This design comes from an exercise in tuning for small area on the open sky130 flow, not from production work.
The RTL of this run was laid out without a check of its function.
The clock port is modelled as an ideal driver; clocking choices that lean on that would not hold on a real chip.
Power and IR drop assume default switching activity.

## flow/constraint.sdc

```tcl
create_clock -name core_clock -period 9.0 [get_ports {clk}]
set_input_delay 1.8000 -clock core_clock [delete_from_list [all_inputs] [get_ports {clk}]]
set_output_delay 1.8000 -clock core_clock [all_outputs]
set_load 0.01 [all_outputs]
```

## flow/flow/run.sh

```bash
#!/bin/bash
# Layout flow: the standard ORFS flow with two changes that leave the design and the
# measurement alone:
#  - synthesis is the standard flow's own script (synth_recipe.tcl) with ABC's combinational mapping
#    done by an area-oriented script (flow/area.abc) instead of ORFS's speed script;
#    registers, their names and cell types come out as in the standard synthesis;
#    ORFS's half-adder extraction is skipped (ADDER_MAP_FILE empty) so that ABC maps the
#    counters together with their enable and reset logic;
#  - the port buffers are the smallest buffer cell (sky130_fd_sc_hd__buf_1); every input
#    and output port still gets its own buffer.
#  - clock tree synthesis adds no dummy loads (-dont_use_dummy_load); otherwise the same
#    clock_tree_synthesis arguments ORFS builds from CTS_CLUSTER_SIZE/DIAMETER.
# Full tool output: flow_standard.log (and ORFS's per-step logs under orfs/logs).
set -euo pipefail
W=$PWD
ABC_SCRIPT=$W/flow/area.abc
cat > $W/area_synth.tcl <<EOT
proc synth {args} { yosys synth -nofsm -noshare {*}\$args }
proc abc {args} {
  set i [lsearch -exact \$args -script]
  if { \$i >= 0 } { lset args [expr {\$i + 1}] $ABC_SCRIPT }
  yosys abc {*}\$args
}
source \$::env(SCRIPTS_DIR)/synth.tcl
# left out here: clear keep_hierarchy, flatten, clean up
yosys rename -hide {w:*\$func\$*}
write_verilog -noattr -nohex -nodec \$::env(RESULTS_DIR)/1_2_yosys.v
EOT
bash standard.sh SYNTH_SCRIPT=$W/area_synth.tcl ADDER_MAP_FILE= \
  "BUFFER_PORTS_ARGS=-buffer_cell sky130_fd_sc_hd__buf_1" \
  "CTS_ARGS=-sink_clustering_enable -repair_clock_nets -sink_clustering_size 36 -sink_clustering_max_diameter 80 -dont_use_dummy_load -buf_list {sky130_fd_sc_hd__clkbuf_8 sky130_fd_sc_hd__clkbuf_16} -root_buf sky130_fd_sc_hd__clkbuf_8 -tree_buf sky130_fd_sc_hd__clkbuf_8 -sink_clustering_buffer sky130_fd_sc_hd__clkbuf_16" \
  finish > flow_standard.log 2>&1
```

## flow/config.mk

```make
export PLATFORM = sky130hd
export DESIGN_NAME = timer_heap_scheduler_core
export DESIGN_NICKNAME = timer_heap_scheduler_core
export VERILOG_FILES = /design/flow/design.v
export SDC_FILE = /design/flow/constraint.sdc
export NUM_CORES = 4
export LEC_CHECK = 0
export CAP_MARGIN = 20
export CORE_MARGIN = 2
export CORE_UTILIZATION = 65
export CTS_CLUSTER_DIAMETER = 80
export CTS_CLUSTER_SIZE = 36
export PLACE_DENSITY = 0.8
export SLEW_MARGIN = 20
```

## flow/flow/area.abc

```
strash
&get -n
&fraig -x
&put
scorr
dc2
strash
&get -n
&dch -f
&nf -R 1000
&put
strash
&get -n
&dch -f
&nf -R 1000
&put
```

## flow/design.v

```verilog
package ths_pkg;
  localparam int DEPTH_DEF = 16;
  localparam int EW        = 24;   
  typedef enum logic [1:0] {
    KIND_ACCEPT = 2'd0,
    KIND_REJECT = 2'd1,
    KIND_FIRE   = 2'd2
  } kind_t;
endpackage
module ths_cmp
(
  input  logic [7:0] a,
  input  logic [7:0] b,
  output logic       lt
);
  assign lt = a < b;
endmodule
module ths_heap_ram
#(
  parameter int DEPTH = ths_pkg::DEPTH_DEF,
  parameter int W     = ths_pkg::EW
) (
  input  logic         clk,
  input  logic [W-1:0] wdata,
  output logic [W-1:0] head
);
  logic [DEPTH*W-1:0] ring_r;
  always_ff @(posedge clk) begin
    ring_r <= {wdata, ring_r[DEPTH*W-1:W]};
  end
  assign head = ring_r[W-1:0];
endmodule
module timer_heap_scheduler_core
#(
  parameter int DEPTH = ths_pkg::DEPTH_DEF
) (
  input  logic        clk,
  input  logic        rst_n,
  input  logic        start,
  output logic        busy,
  input  logic        in_operation,
  input  logic [15:0] in_delay,
  input  logic [7:0]  in_timer_id,
  output logic        out_valid,
  output logic [1:0]  out_kind,
  output logic [7:0]  out_fired_id,
  output logic [31:0] out_at_time,
  output logic        out_last
);
  localparam int PW = (DEPTH > 1) ? $clog2(DEPTH) : 1;
  logic          busy_r;      
  logic          op_r;        
  logic          p2_r;        
  logic          found_r;     
  logic          more_r;      
  logic          clr_r;       
  logic [PW-1:0] pcnt_r;      
  logic [7:0]    idr_r;       
  logic [15:0]   dreg_r;      
  logic [31:0]   t_r;         
  logic          ov_r;
  logic          dz;          
  logic [23:0]   head, wdata;
  logic [15:0]   hrel;
  logic [7:0]    hid;
  logic          hfree, hdue, id_lt;
  logic          take_req, ins, take, dec, pass_end, f2;
  logic          found_nxt, more_nxt;
  logic [15:0]   wrel;
  logic [7:0]    wid;
  logic [31:0]   t_inc;
  logic [15:0]   hrel_dec;
  logic [PW-1:0] pcnt_inc;
  always_comb begin
    logic c;
    c = take_req && in_operation;
    for (int i = 0; i < 32; i++) begin
      t_inc[i] = t_r[i] ^ c;
      c        = c & t_r[i];
    end
    c = dec && (hrel != 16'd0);
    for (int i = 0; i < 16; i++) begin
      hrel_dec[i] = hrel[i] ^ c;
      c           = c & ~hrel[i];
    end
    c = 1'b1;
    for (int i = 0; i < PW; i++) begin
      pcnt_inc[i] = pcnt_r[i] ^ c;
      c           = c & pcnt_r[i];
    end
  end
  ths_heap_ram #(.DEPTH(DEPTH)) u_ram (
    .clk   (clk),
    .wdata (wdata),
    .head  (head)
  );
  ths_cmp u_cmp (
    .a  (hid),
    .b  (idr_r),
    .lt (id_lt)
  );
  assign hrel  = head[23:8];
  assign hid   = head[7:0];
  assign hfree = clr_r || (hrel == 16'd0);
  assign hdue  = !clr_r && (hrel == 16'd1);
  assign take_req = rst_n && start && !busy_r;
  assign ins      = busy_r && !op_r && !found_r && hfree;
  assign take     = busy_r && op_r && !p2_r && hdue && (!found_r || id_lt);
  assign dec      = busy_r && op_r && p2_r;
  assign f2       = busy_r && !op_r && p2_r;
  assign pass_end = busy_r && !(p2_r && !op_r) && (pcnt_r == PW'(DEPTH - 1));
  assign found_nxt = found_r || ins || take;
  assign more_nxt  = more_r || (busy_r && op_r && !p2_r && hdue && found_r);
  always_comb begin
    wrel = hrel_dec;
    if (clr_r || (take && !found_r)) begin
      wrel = 16'd0;
    end
    if (ins) begin
      wrel = dreg_r;
    end
  end
  assign wid = (ins || take) ? idr_r : hid;
  assign wdata = {wrel, wid};
  always_ff @(posedge clk) begin
    if (!rst_n) begin
      busy_r <= 1'b0;
      clr_r  <= 1'b1;
      t_r    <= 32'd0;
      ov_r   <= 1'b0;
    end else begin
      ov_r <= 1'b0;
      t_r  <= t_inc;
      if (take_req) begin
        busy_r <= 1'b1;
      end
      if (pass_end) begin
        clr_r <= 1'b0;
        if (!op_r) begin
          ov_r <= 1'b1;
          if (!(found_nxt && dz)) begin
            busy_r <= 1'b0;
          end
        end else if (!p2_r) begin
          ov_r <= found_nxt;
        end else begin
          busy_r <= 1'b0;
        end
      end
      if (f2) begin
        ov_r   <= 1'b1;
        busy_r <= 1'b0;
      end
    end
  end
  always_ff @(posedge clk) begin
    pcnt_r  <= pcnt_inc;
    found_r <= found_nxt;
    more_r  <= more_nxt;
    if (take) begin
      idr_r <= hid;
    end
    if (pass_end) begin
      if (!op_r) begin
        p2_r <= found_nxt && dz;
      end else begin
        found_r <= 1'b0;
        more_r  <= 1'b0;
        if (!more_nxt) begin
          p2_r <= 1'b1;
        end
      end
    end
    if (f2) begin
      p2_r <= 1'b0;
    end
    if (take_req) begin
      op_r    <= in_operation;
      pcnt_r  <= '0;
      found_r <= 1'b0;
      more_r  <= 1'b0;
      p2_r    <= 1'b0;
      if (!in_operation) begin
        idr_r  <= in_timer_id;
        dreg_r <= in_delay;
      end
    end
  end
  assign busy         = busy_r;
  assign out_valid    = ov_r;
  assign dz = (dreg_r == 16'd0);
  assign out_kind     = (op_r || (found_r && dz && !p2_r)) ? 2'(ths_pkg::KIND_FIRE) :
                        found_r ? 2'(ths_pkg::KIND_ACCEPT) : 2'(ths_pkg::KIND_REJECT);
  assign out_fired_id = idr_r;
  assign out_at_time  = t_r;
  assign out_last     = op_r ? p2_r : !p2_r;
endmodule
```

## flow/standard.sh

```bash
#!/bin/bash
# synth_recipe.tcl (not shown) runs the flow's synth.tcl, then flattens the netlist and writes it again
# the make line also repeats each setting of config.mk as NAME=value (left out here)
make -C /OpenROAD-flow-scripts/flow DESIGN_CONFIG=/design/flow/config.mk WORK_HOME=/design/flow/orfs CLKGATE_MAP_FILE= SYNTH_SCRIPT=/design/flow/synth_recipe.tcl "${@:-finish}"
```

==> metrics.csv <==
stage,metric,value,unit
yosys,synth-seq-area-share,0.862,
cts,insertion_delay,560,ps
floorplanning,dieHeight,132,microns
power_and_ir_drop,ir_worst_vdd,0.207,mV
worst_setup_path,worst_path_max_delay_cell,or2_0,
route,vias,5170,
yosys,ys_warn_count,2,
route,wl_met2,7760,microns
yosys,netlist_top_cells_area,"dfxtp_1 (81%), edfxtp_1 (4.8%), o21ai_0 (2.5%), a21oi_1 (1.7%), nand2_1 (1.2%)",
worst_setup_path,slowest_delay,320,ps
placed_design,io_buffer_count,72,
yosys,synth_nets,745,
worst_setup_path,cp-startpoint,rst_n,
yosys,ys_ff_latch,451,
global_route,grt.overflow.total,0,
floorplanning,rows,46,
global_route,grt_pass1_vias,5181,
hold_path,min_from,u_ram.ring_r[177]$_DFF_P_,
cells_and_area,seqCellArea,9200,sq um
worst_setup_path,cp_top_family,simple AND/OR/NAND/NOR gates,
floorplanning,core_area,15900,sq um
route,top_layer,met4,
worst_setup_path,r2r_start,busy_r$_SDFF_PP0_,
placed_design,hpwl,10000,microns
cts,cts_hold_buffers,0,
timing,fmax,135,MHz
worst_setup_path,crit_path_max_fanout,36,
route,drc,0,
yosys,yosys.area.top_type_share,0.814,
cts,ctsResizeCount,0,
worst_setup_path,critPathKind,input pin to flip-flop,
yosys,synth_cell_types,35,
worst_setup_path,reg2reg_to,t_r[31]$_SDFF_PN0_,
route,finalWirelength,16000,microns
global_route,grt_pass1_wl,26100,microns
timing,worst_pin_slew,682,ps
cts,clock-sinks,451,
route,drtIter0Drc,274,
timing,drv_slew,0,
run,cap_violations,0,
worst_setup_path,cp.required,9470,ps
global_route,grt_usage,0.186,
status,outcome,finished clean,
yosys,syn_area_per_cell,14.9,sq um
route,drt-vias-per-instance,5.05,
cells_and_area,utilization,0.728,
yosys,syn-instance-count,717,
timing,skew,35.9,ps
cells_and_area,multi_input_area,1440,sq um
global_route,grt_max_degree,37,
power_and_ir_drop,p_leak,4.56,nW
hold_path,holdPathEnd,u_ram.ring_r[153]$_DFF_P_,
placed_design,globalplace.congestion,0.811,
cells_and_area,syn_to_final_growth,8.73,%
yosys,netlist_area,10700,sq um
route,wl_per_cell,15.6,microns
timing,hold_viol_final,0,
floorplanning,dieWidth,132,microns
power_and_ir_drop,power_density,280,nW/um^2
worst_setup_path,reg2reg_setup_slack,2810,ps
cells_and_area,final_cell_mix,"dfxtp_1 (434), buf_1 (72), o21ai_0 (53)",
hold_path,hold_class,flip-flop to flip-flop,
hold_path,min_path_cells,0,
cts,clk_pin_slew,120,ps
cells_and_area,nets,838,
cts,cts_made_buffers,16,
worst_setup_path,crit_buf_inv,3,
worst_setup_path,critPathCaptureType,flip-flop,
worst_setup_path,cp-start-kind,input pin,
floorplanning,die_area,17500,sq um
timing,finalSetupViolCount,0,
worst_setup_path,crit_top_cell,and3_1,
cts,postCtsSetupRepairBufs,0,
timing,slew_headroom,0.546,
yosys,synth_top_area_cell,dfxtp_1,
route,dr.pass1.iters,4,
floorplanning,io-pin-count,73,
route,final_antenna_net_count,0,
worst_setup_path,critical_path_arrival,7880,ps
floorplanning,initial_utilization,0.669,
cells_and_area,final_common_cell,dfxtp_1,
cells_and_area,num_antenna_cells,0,
timing,post-route-min-period,7410,ps
cts,cts_tree,built,
timing,fin_crit_sh,0.824,
cells_and_area,drive_gt1_frac,0.0248,
timing,rsz0062_at_grt,false,
worst_setup_path,reg2regPathDepth,25,
route,dr_wl_met3,583,microns
route,met1_length,7240,microns
cells_and_area,fill_cells,1016,
timing,final.setup.tns,0,ps
global_route,antenna_found_initial,0,
==> state kept, by name, summed over array words and instances (netlist names) <==
name / cells
busy_r: 1
clr_r: 1
dreg_r: 16
found_r: 1
idr_r: 8
more_r: 1
op_r: 1
ov_r: 1
p2_r: 1
pcnt_r: 4
t_r: 32
u_ram.ring_r: 384
==> through the flow <==
step	instance area (sq um)	setup slack, ps	hold WS, ps	cells	power [W]
6_report	11600	1590	309	1024	0.00324
5_1_grt	11600	872	313	1024	0.00336
4_1_cts	11600	1640	311	1024	0.00326
3_5_place_dp	11200	1090	312	1008	0.00247
3_3_place_gp	11200	1700	310	1008	0.00245
2_1_floorplan	10700	2250	310	717	0.00240
==> layer usage <==
layer,track usage,up-vias
met1,0.247,2491
met3,0.0277,33
li1,-,2543
met2,0.319,103
met5,0,-
met4,0.0562,0
==> layout make-up <==
cell class | count | share of cell area
tap | 216 | 0.0233
clock buffer | 16 | 0.0316
timing repair buffer | 75 | 0.0252
multi-input combinational | 256 | 0.124
inverter | 10 | 0.00323
sequential | 451 | 0.793
==> power by group <==
part / internal (W) / switching [W] / leakage (nW) / total, W
logic: 0.0000417 / 0.0000670 / 0.672 / 0.000109
registers: 0.00224 / 0.0000858 / 3.71 / 0.00232
clock network: 0.000294 / 0.000517 / 0.182 / 0.000810
==> how the worst max path moves through the flow <==
stage                              end  slack [ps]  cells after the start
floorplan           t_r[31]$_SDFF_PN0_        2250                     26
global placement    t_r[31]$_SDFF_PN0_        1700                     28
detailed placement  t_r[31]$_SDFF_PN0_        1090                     28
CTS                 t_r[31]$_SDFF_PN0_        1640                     28
global route        t_r[31]$_SDFF_PN0_         870                     28
finish              t_r[31]$_SDFF_PN0_        1590                     28
==> kinds of logic after synthesis <==
| logic type | synth area share |
|---|---|
| AOI/OAI and AO/OA | 0.0523 |
| xor gates and xnor gates | 0.00739 |
| adders and majority gates | 0.00375 |
| buffers and inverters | 0.00352 |
| DFF | 0.862 |
| muxes | 0.00762 |
| and+or+nand+nor | 0.0634 |
==> cell usage after synthesis <==
cell and number:
a21o_1 5, a21oi_1 36, a22o_1 1, a31oi_1 1
and2_0 10, and3_1 13, clkinv_1 10, dfxtp_1 434
edfxtp_1 17, maj3_1 4, mux2_1 1, mux2i_1 7
nand2_1 34, nand2b_1 3, nand3_1 3, nand3b_1 1
nand4_1 1, nor2_1 27, nor2b_1 5, nor3_1 7
nor3b_1 11, nor4_1 5, o211ai_1 1, o21a_1 3
o21ai_0 53, o21bai_1 1, o22ai_1 1, o2bb2ai_1 1
o31ai_1 1, or2_0 2, or3_1 5, or4_1 3
or4b_1 1, xnor2_1 5, xor2_1 4
==> worst reg2reg max path: cells and delay by family, from the launching register on <==
kind            cells  cell delay (ps)
simple gates       22             5100
compound gates      2              220
buf+inv             1              260
flops               1              480

==> afterwards: timing with drivers on the ports <==
Ports are ideal in the flow. The routed layout listed here was re-timed in OpenROAD. Step 1 assumes that a clkbuf_16 drives the clock port and a buf_2 every other input. Step 2 times the ports against the registers' clock, not the clock port: input delays grow and output delays shrink by t, the midpoint of the rising clock arrivals with the driver on. Slacks: ideal / step 1 / step 2; pairs: ideal / step 1.
t (ns): 0.582
setup WS [ns]: 1.585 / 1.601 / 1.019
worst register clock-pin slew, ns: 0.12 / 0.12
After both steps this run still meets setup and hold. The setup slack of this run moves by +0.016 ns with the drivers and by -0.566 ns with both steps.
